Background: an optimization exercise with open tools, aiming at a short achievable clock period and few clock cycles. Do not read the settings as production practice.

## before
==> flow/design.v <==
module yrow_delta_integrator #(
  parameter int DATA_W     = 24,
  parameter int ENTRIES    = 5,
  parameter int ADDR_W     = 16
) (
  input  logic                     clk,
  input  logic                     rst_n,
  input  logic                     chng_valid,
  output logic                     chng_ready,
  input  logic [ADDR_W-1:0]        chng_row,
  input  logic [ADDR_W-1:0]        chng_col,
  input  logic [DATA_W-1:0]        chng_real,
  input  logic [DATA_W-1:0]        chng_img,
  input  logic                     filt_EN,
  output logic                     op_rd_req,
  output logic [ADDR_W-1:0]        op_y_row,
  input  logic [ENTRIES*2*DATA_W-1:0] ymem_data,
  input  logic                     yMemDataReady,
  output logic                     op_wr_en,
  output logic [ENTRIES*2*DATA_W-1:0] op_wr_data,
  output logic [2*DATA_W-1:0]      op_yVal1,
  output logic [2*DATA_W-1:0]      op_yVal2,
  output logic                     op_EX_EN,
  input  logic                     exModDone,
  output logic                     op_Done,
  output logic                     op_colErr
);
  localparam int ENT_W = 2 * DATA_W;
  localparam int ROW_W = ENTRIES * ENT_W;
  logic               held_q, chng_ready_q, op_rd_req_q, op_ex_en_q, ex_wait_q;
  logic               op_done_q, op_col_err_q;
  logic [ADDR_W-1:0]  op_y_row_q;
  logic [ENTRIES-1:0] cur_sel_q;
  logic [DATA_W-1:0]  cur_re_q, cur_im_q;
  logic [ENTRIES-1:0] in_sel_s;
  logic               in_good_s, take_s, push_s, free_s, start_s, held_d, rd_d;
  always_comb begin
    for (int k = 0; k < ENTRIES; k++) in_sel_s[k] = (chng_col == ADDR_W'(k));
  end
  assign in_good_s = |in_sel_s;
  assign take_s    = chng_valid & chng_ready_q;
  assign push_s    = take_s & in_good_s;
  assign free_s    = ~(op_rd_req_q | op_ex_en_q | ex_wait_q) | (ex_wait_q & exModDone);
  assign start_s   = free_s & filt_EN & (held_q | push_s);
  assign held_d    = (held_q | push_s) & ~start_s;
  assign rd_d      = start_s | (op_rd_req_q & ~yMemDataReady);
  always_ff @(posedge clk or negedge rst_n) begin
    if (!rst_n) begin
      held_q       <= 1'b0;
      chng_ready_q <= 1'b0;
      op_rd_req_q  <= 1'b0;
      op_ex_en_q   <= 1'b0;
      ex_wait_q    <= 1'b0;
      op_done_q    <= 1'b0;
      op_col_err_q <= 1'b0;
    end else begin
      held_q       <= held_d;
      chng_ready_q <= ~held_d & ~rd_d;
      op_rd_req_q  <= rd_d;
      op_ex_en_q   <= op_rd_req_q & yMemDataReady;
      ex_wait_q    <= op_ex_en_q | (ex_wait_q & ~exModDone);
      op_done_q    <= ~held_q & ~op_rd_req_q & ~op_ex_en_q & ~(ex_wait_q & ~exModDone);
      op_col_err_q <= op_col_err_q | (take_s & ~in_good_s);
    end
  end
  always_ff @(posedge clk) begin
    if (chng_ready_q) begin
      op_y_row_q <= chng_row;
      cur_sel_q  <= in_sel_s;
      cur_re_q   <= chng_real;
      cur_im_q   <= chng_img;
    end
  end
  logic [ROW_W-1:0] upd_s, new_row_s;
  logic [ENT_W-1:0] old_ent_s, new_ent_s;
  logic [ROW_W-1:0] op_wr_data_q;
  logic [ENT_W-1:0] op_yval1_q, op_yval2_q;
  logic [ENTRIES-1:0] cur_nsel_s;
  logic [ROW_W-1:0]   upd_n_s;
  for (genvar k = 0; k < ENTRIES; k++) begin : g_ent
    yrow_inv u_nsel (.a(cur_sel_q[k]), .y(cur_nsel_s[k]));
    yrow_sat_add #(.W(DATA_W)) u_re (
      .a(ymem_data[k*ENT_W + DATA_W +: DATA_W]), .b(cur_re_q),
      .y(upd_s[k*ENT_W + DATA_W +: DATA_W]), .y_n(upd_n_s[k*ENT_W + DATA_W +: DATA_W]));
    yrow_sat_add #(.W(DATA_W)) u_im (
      .a(ymem_data[k*ENT_W +: DATA_W]), .b(cur_im_q),
      .y(upd_s[k*ENT_W +: DATA_W]), .y_n(upd_n_s[k*ENT_W +: DATA_W]));
    for (genvar i = 0; i < ENT_W; i++) begin : g_bit
      logic keep_n;
      yrow_nand2 u_keep (.a(cur_nsel_s[k]), .b(ymem_data[k*ENT_W + i]), .y(keep_n));
      yrow_oai21 u_wr   (.a1(cur_nsel_s[k]), .a2(upd_n_s[k*ENT_W + i]), .b1(keep_n),
                         .y(new_row_s[k*ENT_W + i]));
    end
  end
  for (genvar i = 0; i < ENT_W; i++) begin : g_sel
    logic [ENTRIES-1:0] old_v;
    for (genvar k = 0; k < ENTRIES; k++) begin : g_k
      assign old_v[k] = ymem_data[k*ENT_W + i];
    end
    yrow_sel #(.N(ENTRIES)) u_old (.s(cur_sel_q), .v(old_v), .y(old_ent_s[i]));
  end
  yrow_sat_add #(.W(DATA_W)) u_new_re (
    .a(old_ent_s[DATA_W +: DATA_W]), .b(cur_re_q), .y(new_ent_s[DATA_W +: DATA_W]), .y_n());
  yrow_sat_add #(.W(DATA_W)) u_new_im (
    .a(old_ent_s[0 +: DATA_W]), .b(cur_im_q), .y(new_ent_s[0 +: DATA_W]), .y_n());
  always_ff @(posedge clk) begin
    op_wr_data_q <= new_row_s;
    op_yval1_q   <= old_ent_s;
    op_yval2_q   <= new_ent_s;
  end
  assign chng_ready = chng_ready_q;
  assign op_rd_req  = op_rd_req_q;
  assign op_y_row   = op_y_row_q;
  assign op_wr_en   = op_ex_en_q;
  assign op_wr_data = op_wr_data_q;
  assign op_yVal1   = op_yval1_q;
  assign op_yVal2   = op_yval2_q;
  assign op_EX_EN   = op_ex_en_q;
  assign op_Done    = op_done_q;
  assign op_colErr  = op_col_err_q;
endmodule
module yrow_sat_add #(
  parameter int W  = 24,
  parameter int NC = 4
) (
  input  logic [W-1:0] a,
  input  logic [W-1:0] b,
  output logic [W-1:0] y,
  output logic [W-1:0] y_n
);
  localparam int LV = $clog2(W - 1);
  logic [W-1:0] gp [LV+1];
  logic [W-1:0] tp [LV+1];
  logic [W-1:0] x, c, s;
  logic         top_hi, top_lo_n, top_hi_n, top_lo;
  for (genvar i = 0; i < W; i++) begin : g_l0
    yrow_nand2 u_g (.a(a[i]), .b(b[i]), .y(gp[0][i]));
    yrow_nor2  u_t (.a(a[i]), .b(b[i]), .y(tp[0][i]));
    yrow_xor2  u_x (.a(a[i]), .b(b[i]), .y(x[i]));
  end
  for (genvar l = 1; l <= LV; l++) begin : g_lv
    localparam int D = 1 << (l - 1);
    for (genvar i = 0; i < W; i++) begin : g_b
      if (i < D) begin : g_pass
        yrow_inv u_g (.a(gp[l-1][i]), .y(gp[l][i]));
        assign tp[l][i] = 1'b0;
      end else if ((l % 2) == 1) begin : g_odd
        yrow_oai21 u_g (.a1(tp[l-1][i]), .a2(gp[l-1][i-D]), .b1(gp[l-1][i]), .y(gp[l][i]));
        if (i >= 2 * D) begin : g_t
          yrow_nor2 u_t (.a(tp[l-1][i]), .b(tp[l-1][i-D]), .y(tp[l][i]));
        end else begin : g_nt
          assign tp[l][i] = 1'b0;
        end
      end else begin : g_even
        yrow_aoi21 u_g (.a1(tp[l-1][i]), .a2(gp[l-1][i-D]), .b1(gp[l-1][i]), .y(gp[l][i]));
        if (i >= 2 * D) begin : g_t
          yrow_nand2 u_t (.a(tp[l-1][i]), .b(tp[l-1][i-D]), .y(tp[l][i]));
        end else begin : g_nt
          assign tp[l][i] = 1'b1;
        end
      end
    end
  end
  assign c[0] = 1'b0;
  for (genvar i = 1; i < W; i++) begin : g_c
    if ((LV % 2) == 1) begin : g_t
      assign c[i] = gp[LV][i-1];
    end else begin : g_n
      yrow_inv u_c (.a(gp[LV][i-1]), .y(c[i]));
    end
  end
  assign s[0] = x[0];
  for (genvar i = 1; i < W; i++) begin : g_s
    yrow_xor2 u_s (.a(x[i]), .b(c[i]), .y(s[i]));
  end
  localparam int DL = 1 << (LV - 1);
  logic [NC-1:0] cs;
  for (genvar j = 0; j < NC; j++) begin : g_cs
    if ((LV % 2) == 1) begin : g_odd
      yrow_oai21 u_g (.a1(tp[LV-1][W-2]), .a2(gp[LV-1][W-2-DL]), .b1(gp[LV-1][W-2]), .y(cs[j]));
    end else begin : g_even
      logic cs_n;
      yrow_aoi21 u_g (.a1(tp[LV-1][W-2]), .a2(gp[LV-1][W-2-DL]), .b1(gp[LV-1][W-2]), .y(cs_n));
      yrow_inv   u_i (.a(cs_n), .y(cs[j]));
    end
  end
  yrow_nor2  u_hi  (.a(a[W-1]), .b(b[W-1]), .y(top_hi));
  yrow_nand2 u_lo  (.a(a[W-1]), .b(b[W-1]), .y(top_lo_n));
  yrow_inv   u_hip (.a(top_hi), .y(top_hi_n));
  yrow_inv   u_lop (.a(top_lo_n), .y(top_lo));
  for (genvar i = 0; i < W - 1; i++) begin : g_y
    logic c1_n, c0_n, c1, c0;
    yrow_nor2  u_c1  (.a(s[i]), .b(top_hi), .y(c1_n));
    yrow_nand2 u_c0  (.a(s[i]), .b(top_lo_n), .y(c0_n));
    yrow_inv   u_c1p (.a(c1_n), .y(c1));
    yrow_inv   u_c0p (.a(c0_n), .y(c0));
    yrow_mux2i u_y   (.s(cs[i * NC / (W - 1)]), .a1(c1_n), .a0(c0_n), .y(y[i]));
    yrow_mux2i u_yn  (.s(cs[i * NC / (W - 1)]), .a1(c1), .a0(c0), .y(y_n[i]));
  end
  yrow_mux2i u_sign   (.s(cs[NC-1]), .a1(top_lo_n), .a0(top_hi), .y(y[W-1]));
  yrow_mux2i u_sign_n (.s(cs[NC-1]), .a1(top_lo), .a0(top_hi_n), .y(y_n[W-1]));
endmodule
module yrow_inv   (input logic a, output logic y);            assign y = ~a;        endmodule
module yrow_nand2 (input logic a, b, output logic y);         assign y = ~(a & b);  endmodule
module yrow_nor2  (input logic a, b, output logic y);         assign y = ~(a | b);  endmodule
module yrow_and2  (input logic a, b, output logic y);         assign y = a & b;     endmodule
module yrow_xor2  (input logic a, b, output logic y);         assign y = a ^ b;     endmodule
module yrow_oai21 (input logic a1, a2, b1, output logic y);   assign y = ~((a1 | a2) & b1); endmodule
module yrow_aoi21 (input logic a1, a2, b1, output logic y);   assign y = ~((a1 & a2) | b1); endmodule
module yrow_nand3 (input logic a, b, c, output logic y);      assign y = ~(a & b & c); endmodule
module yrow_aoi22 (input logic a1, a2, b1, b2, output logic y); assign y = ~((a1 & a2) | (b1 & b2)); endmodule
module yrow_mux2i (input logic s, a0, a1, output logic y);    assign y = ~(s ? a1 : a0); endmodule
module yrow_sel #(parameter int N = 5) (input logic [N-1:0] s, v, output logic y);
  if (N == 5) begin : g_5
    logic p01_n, p23_n, p4_n;
    yrow_aoi22 u_p01 (.a1(s[0]), .a2(v[0]), .b1(s[1]), .b2(v[1]), .y(p01_n));
    yrow_aoi22 u_p23 (.a1(s[2]), .a2(v[2]), .b1(s[3]), .b2(v[3]), .y(p23_n));
    yrow_nand2 u_p4  (.a(s[4]), .b(v[4]), .y(p4_n));
    yrow_nand3 u_y   (.a(p01_n), .b(p23_n), .c(p4_n), .y(y));
  end else begin : g_n
    assign y = |(s & v);
  end
endmodule
make LEC_CHECK=0 CAP_MARGIN=20 CORE_MARGIN=2 CORE_UTILIZATION=40 SETUP_SLACK_MARGIN=4.0 SLEW_MARGIN=20 SYNTH_HIERARCHICAL=1 SYNTH_MINIMUM_KEEP_SIZE=0 finish   # period 6.0 ns
run.sh (not shown) runs the stock make flow with config.mk's settings and CLKGATE_MAP_FILE= SYNTH_SCRIPT=/design/flow/synth_recipe.tcl, a recipe that flattens the netlist after the stock synthesis.
before went all the way through the flow, and no timing, DRC or antenna check failed.
Edits applied to the flow inputs when going from before to after:
diff --git a/flow/design.v b/flow/design.v
--- a/flow/design.v
+++ b/flow/design.v
@@ -70,40 +70,36 @@
       cur_re_q   <= chng_real;
       cur_im_q   <= chng_img;
     end
   end
-  logic [ROW_W-1:0] upd_s, new_row_s;
+  logic [ROW_W-1:0] new_row_s;
   logic [ENT_W-1:0] old_ent_s, new_ent_s;
   logic [ROW_W-1:0] op_wr_data_q;
   logic [ENT_W-1:0] op_yval1_q, op_yval2_q;
   logic [ENTRIES-1:0] cur_nsel_s;
-  logic [ROW_W-1:0]   upd_n_s;
-  for (genvar k = 0; k < ENTRIES; k++) begin : g_ent
-    yrow_inv u_nsel (.a(cur_sel_q[k]), .y(cur_nsel_s[k]));
-    yrow_sat_add #(.W(DATA_W)) u_re (
-      .a(ymem_data[k*ENT_W + DATA_W +: DATA_W]), .b(cur_re_q),
-      .y(upd_s[k*ENT_W + DATA_W +: DATA_W]), .y_n(upd_n_s[k*ENT_W + DATA_W +: DATA_W]));
-    yrow_sat_add #(.W(DATA_W)) u_im (
-      .a(ymem_data[k*ENT_W +: DATA_W]), .b(cur_im_q),
-      .y(upd_s[k*ENT_W +: DATA_W]), .y_n(upd_n_s[k*ENT_W +: DATA_W]));
-    for (genvar i = 0; i < ENT_W; i++) begin : g_bit
-      logic keep_n;
-      yrow_nand2 u_keep (.a(cur_nsel_s[k]), .b(ymem_data[k*ENT_W + i]), .y(keep_n));
-      yrow_oai21 u_wr   (.a1(cur_nsel_s[k]), .a2(upd_n_s[k*ENT_W + i]), .b1(keep_n),
-                         .y(new_row_s[k*ENT_W + i]));
-    end
-  end
+  logic [ENT_W-1:0]   new_ent_n_s;
   for (genvar i = 0; i < ENT_W; i++) begin : g_sel
     logic [ENTRIES-1:0] old_v;
     for (genvar k = 0; k < ENTRIES; k++) begin : g_k
       assign old_v[k] = ymem_data[k*ENT_W + i];
     end
     yrow_sel #(.N(ENTRIES)) u_old (.s(cur_sel_q), .v(old_v), .y(old_ent_s[i]));
   end
   yrow_sat_add #(.W(DATA_W)) u_new_re (
-    .a(old_ent_s[DATA_W +: DATA_W]), .b(cur_re_q), .y(new_ent_s[DATA_W +: DATA_W]), .y_n());
+    .a(old_ent_s[DATA_W +: DATA_W]), .b(cur_re_q),
+    .y(new_ent_s[DATA_W +: DATA_W]), .y_n(new_ent_n_s[DATA_W +: DATA_W]));
   yrow_sat_add #(.W(DATA_W)) u_new_im (
-    .a(old_ent_s[0 +: DATA_W]), .b(cur_im_q), .y(new_ent_s[0 +: DATA_W]), .y_n());
+    .a(old_ent_s[0 +: DATA_W]), .b(cur_im_q),
+    .y(new_ent_s[0 +: DATA_W]), .y_n(new_ent_n_s[0 +: DATA_W]));
+  for (genvar k = 0; k < ENTRIES; k++) begin : g_ent
+    yrow_inv u_nsel (.a(cur_sel_q[k]), .y(cur_nsel_s[k]));
+    for (genvar i = 0; i < ENT_W; i++) begin : g_bit
+      logic keep_n;
+      yrow_nand2 u_keep (.a(cur_nsel_s[k]), .b(ymem_data[k*ENT_W + i]), .y(keep_n));
+      yrow_oai21 u_wr   (.a1(cur_nsel_s[k]), .a2(new_ent_n_s[i]), .b1(keep_n),
+                         .y(new_row_s[k*ENT_W + i]));
+    end
+  end
   always_ff @(posedge clk) begin
     op_wr_data_q <= new_row_s;
     op_yval1_q   <= old_ent_s;
     op_yval2_q   <= new_ent_s;
--- outcome ---
- | routed metal-1 wire length | lower: after |
- Run comparison: after launching instance or port of the critical path ymem_data[128]; before launching instance or port of the critical path cur_sel_q[1]
- In after the width of the die turned out about 30% lower than in before.
- The met2 usage in global routing reported for after is smaller than that of before by 5.3 points.
- Summary of after over before: cell area fell about 50%; time the final worst path needs with I/O delays and setup has increased; count of clock-buffer cells in the layout shows an increase of 5.
No functional check of the RTL was part of any run of this note.

re-timing with driven ports:
How much do the figures lean on ideal ports? The routed layouts below were timed once more, with nothing changed but the port constraints.
Step 1, drivers: a clkbuf_16 drives clk and a buf_2 each remaining input, both assumed.
Step 2 also shifts input and output timing later by t, the mid clock arrival at the registers, as if the neighbouring blocks saw the same clock.
Three values: ideal, step 1, step 2; two values: the first two.
| run | t (ns) | setup slack, ns | worst register clock-pin slew, ns |
|---|---|---|---|
| before | 0.736 | 3.182 / 3.182 / 2.506 | 0.07 / 0.07 |
| after | 0.635 | 2.969 / 2.988 / 2.353 | 0.06 / 0.06 |
After both steps every run listed still meets setup and hold. For before, which loses most, drivers alone change the setup slack by 0.000 ns; drivers and shift together by -0.676 ns.
